Source: an optimization exercise on an open RTL-to-GDS flow (aim: small area). Production flows keep margins and buffers that such runs may drop. Function was checked by simulation only, so behaviour that the tests miss may differ from the original.

== the reference run ==
Design ds_block_top, start of the top module:
module ds_block_top #(
    parameter int IMG_W  = 6,
    parameter int IMG_H  = 5,
    parameter int STRIDE = 1
) (
    input  wire                                    clk,
    input  wire                                    rstn,
    input  wire                                    in_valid,
    input  wire  [ds_pkg::NCH*ds_pkg::ACT_W-1:0]   in_pix,
    output logic                                   out_valid,
    output logic [ds_pkg::NOUT*ds_pkg::ACT_W-1:0]  out_pix
);
Size in the first run: ~1900 cells after synthesis, roughly 100 I/O pins, roughly 28000 µm² of cells after synthesis.
clock: 8.0 ns
lec_check: 0
cap_margin: 20
core_margin: 2
core_utilization: 40
cts_buf_list: sky130_fd_sc_hd__clkbuf_16
cts_cluster_diameter: 120
cts_cluster_size: 24
slew_margin: 20
synth_hierarchical: 1
synth_minimum_keep_size: 0
standard.sh (not shown) runs the stock make flow with config.mk's settings and CLKGATE_MAP_FILE= SYNTH_SCRIPT=/design/flow/synth_recipe.tcl, a recipe that flattens the netlist after the stock synthesis.
==> flow/flow/run.sh <==
#!/bin/bash
# The standard layout with two changes: the port buffers are the smallest
# buffer (sky130_fd_sc_hd__buf_1) rather than the one buffer_ports picks by
# default, and clock tree synthesis adds no dummy loads. The clustering
# settings repeat config.mk's. The constant outputs share one tie cell.
set -euo pipefail
export BUFFER_PORTS_ARGS="-buffer_cell sky130_fd_sc_hd__buf_1"
export SKIP_REPAIR_TIE_FANOUT=1
export CTS_ARGS="-sink_clustering_enable -repair_clock_nets -sink_clustering_size 24 -sink_clustering_max_diameter 120 -buf_list sky130_fd_sc_hd__clkbuf_16 -dont_use_dummy_load"
bash standard.sh > standard.log 2>&1
Relative to the reference run, the following input files were edited for the trial run:
diff --git a/flow/design.v b/flow/design.v
--- a/flow/design.v
+++ b/flow/design.v
@@ -65,12 +65,16 @@
     output logic [ds_pkg::NOUT*ds_pkg::ACT_W-1:0]  out_pix
 );
     logic [2:0]  col, row;
     logic [2:0]  ncol, nrow;
     logic        drain, adv, emit;
     logic        ok_l, ok_r, ok_t, ok_b;
+    assign ok_l = (col != 3'd1);
+    assign ok_r = (col != 3'd0);
+    assign ok_t = (col == 3'd0) ? (row != 3'd2) : (row != 3'd1);
+    assign ok_b = (col == 3'd0) ? (row != 3'd6) : (row != 3'd5);
     assign drain = (row == 3'd5) || (row == 3'd6);
     assign adv   = in_valid || drain;
     assign emit  = adv && (row != 3'd0) && !(row == 3'd1 && col == 3'd0);
     always_comb begin
         if (row == 3'd6) begin
             ncol = 3'd0;
@@ -84,23 +88,15 @@
         end
     end
     always_ff @(posedge clk or negedge rstn) begin
         if (!rstn) begin
             col   <= '0;
             row   <= '0;
-            ok_l  <= 1'b1;
-            ok_r  <= 1'b0;
-            ok_t  <= 1'b1;
-            ok_b  <= 1'b1;
         end else if (adv) begin
             col   <= ncol;
             row   <= nrow;
-            ok_l  <= (ncol != 3'd1);
-            ok_r  <= (ncol != 3'd0);
-            ok_t  <= (ncol == 3'd0) ? (nrow != 3'd2) : (nrow != 3'd1);
-            ok_b  <= (ncol == 3'd0) ? (nrow != 3'd6) : (nrow != 3'd5);
         end
     end
     logic [31:0] sr [1:14];
     always_ff @(posedge clk) begin
         if (adv) begin
             sr[1] <= in_pix;
### Flow results
The net count after synthesis reported for the trial run is smaller than that of the reference run by 0.95%.
Setup slack of the critical path after layout ends up higher on the reference run.
Via count of the first global-routing pass, the trial run vs the reference run: up by a few percent
Between the trial run and the reference run, the difference in met1 global-route usage is negligible.
The trial run: full flow OK, the timing, design-rule and antenna checks passed
The trial run falls short of the reference run in fmax.
[the trial run vs the reference run] worst setup timing slack at the placement stage: lower in the trial run
Changes observed in the trial run relative to the reference run: first-pass GRT wire length went up by 2.1%, cell area dropped about 0.4%, final cell count without fillers -64, critical path depth rose 6.
met3 wirelength from detailed routing in the trial run is about 20% lower than in the reference run

---

== quartz ==
ds_block_top, a different RTL version from the one above (not shown whole).
Size in the first run: ~490 flip-flops.
==> flow/config.mk <==
export PLATFORM = sky130hd
export DESIGN_NAME = ds_block_top
export DESIGN_NICKNAME = ds_block_top
export VERILOG_FILES = /design/flow/design.v
export SDC_FILE = /design/flow/constraint.sdc
export NUM_CORES = 4
export LEC_CHECK = 0
export CAP_MARGIN = 20
export CORE_MARGIN = 2
export CORE_UTILIZATION = 40
export CTS_BUF_LIST = sky130_fd_sc_hd__clkbuf_8
export CTS_CLUSTER_DIAMETER = 100
export CTS_CLUSTER_SIZE = 16
export SLEW_MARGIN = 20
export SYNTH_HIERARCHICAL = 1
export SYNTH_MINIMUM_KEEP_SIZE = 0
==> flow/constraint.sdc <==
create_clock -name core_clock -period 8.0 [get_ports {clk}]
set_input_delay 1.6000 -clock core_clock [delete_from_list [all_inputs] [get_ports {clk}]]
set_output_delay 1.6000 -clock core_clock [all_outputs]
set_load 0.01 [all_outputs]
==> flow/flow/run.sh <==
#!/bin/bash
# The standard layout with two changes: the port buffers are the smallest
# buffer (sky130_fd_sc_hd__buf_1) rather than the one buffer_ports picks by
# default, and clock tree synthesis adds no dummy loads. The clustering
# settings repeat config.mk's. The constant outputs share one tie cell.
set -euo pipefail
export BUFFER_PORTS_ARGS="-buffer_cell sky130_fd_sc_hd__buf_1"
export SKIP_REPAIR_TIE_FANOUT=1
export CTS_ARGS="-sink_clustering_enable -repair_clock_nets -sink_clustering_size 16 -sink_clustering_max_diameter 100 -buf_list sky130_fd_sc_hd__clkbuf_8 -dont_use_dummy_load"
bash standard.sh > standard.log 2>&1
Inputs modified between quartz and willow:
diff --git a/flow/design.v b/flow/design.v
--- a/flow/design.v
+++ b/flow/design.v
@@ -1004,38 +1004,38 @@
     fa u_a_150 (.a(ta0[13]), .b(a_137c), .c(a_148s), .s(a_150s), .co(a_150c));
     fa u_a_151 (.a(a_138c), .b(a_149s), .c(~a_139c), .s(a_151s), .co(a_151c));
     fa u_a_152 (.a(~a_150s), .b(a_151s), .c(a_140c), .s(a_152s), .co(a_152c));
     fa u_a_153 (.a(ta12[13]), .b(ta7[15]), .c(ta6[15]), .s(a_153s), .co(a_153c));
     fa u_a_154 (.a(ta7[14]), .b(ta1[14]), .c(ta14[12]), .s(a_154s), .co(a_154c));
     fa u_a_155 (.a(ta2[14]), .b(ta14[13]), .c(a_142c), .s(a_155s), .co(a_155c));
     fa u_a_156 (.a(a_143c), .b(a_144c), .c(a_154s), .s(a_156s), .co(a_156c));
     fa u_a_157 (.a(a_153s), .b(a_145c), .c(a_155s), .s(a_157s), .co(a_157c));
     fa u_a_158 (.a(a_146c), .b(a_156s), .c(a_147c), .s(a_158s), .co(a_158c));
     fa u_a_159 (.a(ta0[14]), .b(a_148c), .c(a_157s), .s(a_159s), .co(a_159c));
     fa u_a_160 (.a(a_149c), .b(a_158s), .c(a_151c), .s(a_160s), .co(a_160c));
-    fa u_a_161 (.a(~a_150c), .b(~a_159s), .c(a_160s), .s(a_161s), .co(a_161c));
+    fa u_a_161 (.a(a_150c), .b(a_159s), .c(~a_160s), .s(a_161s), .co(a_161c));
     fa u_a_162 (.a(ta12[14]), .b(ta7[15]), .c(ta1[15]), .s(a_162s), .co(a_162c));
     fa u_a_163 (.a(ta2[15]), .b(ta14[13]), .c(a_154c), .s(a_163s), .co(a_163c));
     fa u_a_164 (.a(ta14[14]), .b(a_153c), .c(a_162s), .s(a_164s), .co(a_164c));
     fa u_a_165 (.a(a_156c), .b(a_163s), .c(ta0[15]), .s(a_165s), .co(a_165c));
     fa u_a_166 (.a(a_155c), .b(a_164s), .c(a_157c), .s(a_166s), .co(a_166c));
-    fa u_a_167 (.a(a_158c), .b(a_165s), .c(~a_159c), .s(a_167s), .co(a_167c));
-    fa u_a_168 (.a(~a_166s), .b(a_167s), .c(a_160c), .s(a_168s), .co(a_168c));
+    fa u_a_167 (.a(a_158c), .b(a_165s), .c(a_160c), .s(a_167s), .co(a_167c));
+    fa u_a_168 (.a(a_159c), .b(a_166s), .c(a_161c), .s(a_168s), .co(a_168c));
     fa u_a_169 (.a(ta12[15]), .b(ta14[14]), .c(a_163c), .s(a_169s), .co(a_169c));
     fa u_a_170 (.a(ta14[15]), .b(a_162c), .c(a_164c), .s(a_170s), .co(a_170c));
-    fa u_a_171 (.a(a_169s), .b(a_165c), .c(a_167c), .s(a_171s), .co(a_171c));
-    fa u_a_172 (.a(~a_170s), .b(~a_166c), .c(a_171s), .s(a_172s), .co(a_172c));
+    fa u_a_171 (.a(a_169s), .b(~a_170s), .c(a_165c), .s(a_171s), .co(a_171c));
+    fa u_a_172 (.a(~a_166c), .b(a_171s), .c(a_167c), .s(a_172s), .co(a_172c));
     fa u_a_173 (.a(1'b1), .b(a_169c), .c(~a_170c), .s(a_173s), .co(a_173c));
     assign a_174s = a_173s ^ a_171c;
     assign a_174c = a_173s & a_171c;
-    assign sa = {1'b1, a_173c, a_174s, a_168c, a_161c, a_161s, ~a_141c, a_140s, ~a_130s, ~a_108c, a_107s, ~a_97s, ~a_75c, a_74s, a_53c, ~a_42c, a_41s, a_30s, a_20s, ~a_12s, a_5s, a_1s} + {1'b0, a_174c, a_172c, a_172s, a_168s, a_152c, a_152s, ~a_141s, a_119c, a_119s, ~a_108s, a_86c, a_86s, ~a_75s, ~a_64s, a_53s, ~a_42s, ~a_31s, ~a_21s, 1'b0, a_4s, ~a_0s};
+    assign sa = {1'b1, a_173c, a_174s, ~a_168c, a_167s, ~a_161s, ~a_141c, a_140s, ~a_130s, ~a_108c, a_107s, ~a_97s, ~a_75c, a_74s, a_53c, ~a_42c, a_41s, a_30s, a_20s, ~a_12s, a_5s, a_1s} + {1'b0, a_174c, a_172c, a_172s, ~a_168s, a_152c, a_152s, ~a_141s, a_119c, a_119s, ~a_108s, a_86c, a_86s, ~a_75s, ~a_64s, a_53s, ~a_42s, ~a_31s, ~a_21s, 1'b0, a_4s, ~a_0s};
     fa u_b_0 (.a(tb13[0]), .b(tb6[0]), .c(tb2[0]), .s(b_0s), .co(b_0c));
     assign b_1s = tb12[0] ^ ~b_0s;
     assign b_1c = tb12[0] & ~b_0s;
     fa u_b_2 (.a(tb13[0]), .b(tb13[1]), .c(tb8[0]), .s(b_2s), .co(b_2c));
     fa u_b_3 (.a(tb7[0]), .b(tb6[1]), .c(tb2[1]), .s(b_3s), .co(b_3c));
     fa u_b_4 (.a(b_0c), .b(b_2s), .c(b_3s), .s(b_4s), .co(b_4c));
     fa u_b_5 (.a(tb12[1]), .b(b_1c), .c(~b_4s), .s(b_5s), .co(b_5c));
     fa u_b_6 (.a(tb14[0]), .b(tb12[0]), .c(tb12[2]), .s(b_6s), .co(b_6c));
     fa u_b_7 (.a(tb13[1]), .b(tb13[2]), .c(tb8[1]), .s(b_7s), .co(b_7c));
     fa u_b_8 (.a(tb7[0]), .b(tb7[1]), .c(tb6[2]), .s(b_8s), .co(b_8c));
     fa u_b_9 (.a(tb2[2]), .b(b_2c), .c(b_3c), .s(b_9s), .co(b_9c));
- Diff willow and quartz: synthesis-to-layout area growth lower in quartz
- [compare] base=quartz new=willow: slack of the critical path went down 0.076 ns; synthesized cell count went down 7; maximum frequency went down 1.3 MHz.
- Re ratio of cells with drive above 1 in the final layout: willow and quartz aren't equal, and the higher value belongs to quartz.
- NOTE: data required time of the worst path in willow falls short of that of quartz

[re-timing with driven ports]
The flow's constraints put no driver on any port. The routed layouts listed below were extracted and timed again, unchanged, in two steps. Step 1 (the two cells are an assumption about what drives the block):
set clk [get_ports {clk}]
set_driving_cell -lib_cell sky130_fd_sc_hd__clkbuf_16 $clk
set_driving_cell -lib_cell sky130_fd_sc_hd__buf_2 [delete_from_list [all_inputs] $clk]
Step 2 also shifts input and output timing later by t, the mid clock arrival at the registers, as if the neighbouring blocks saw the same clock. Slacks: no drivers / after step 1 / after step 2; pairs: no drivers / after step 1.
run | t (ns) | slack for setup (ns) | worst setup path at the end | worst data-port slew with drivers (ns)
the reference run | 0.632 | 0.614 / 0.557 / 0.614 | register to register | 0.06
the trial run | 0.628 | 0.315 / 0.315 / 0.315 | register to register | 0.04
quartz | 0.653 | 0.467 / 0.467 / 0.467 | register to register | 0.04
willow | 0.641 | 0.391 / 0.391 / 0.391 | register to register | 0.04
After both steps every run listed still meets setup and hold.
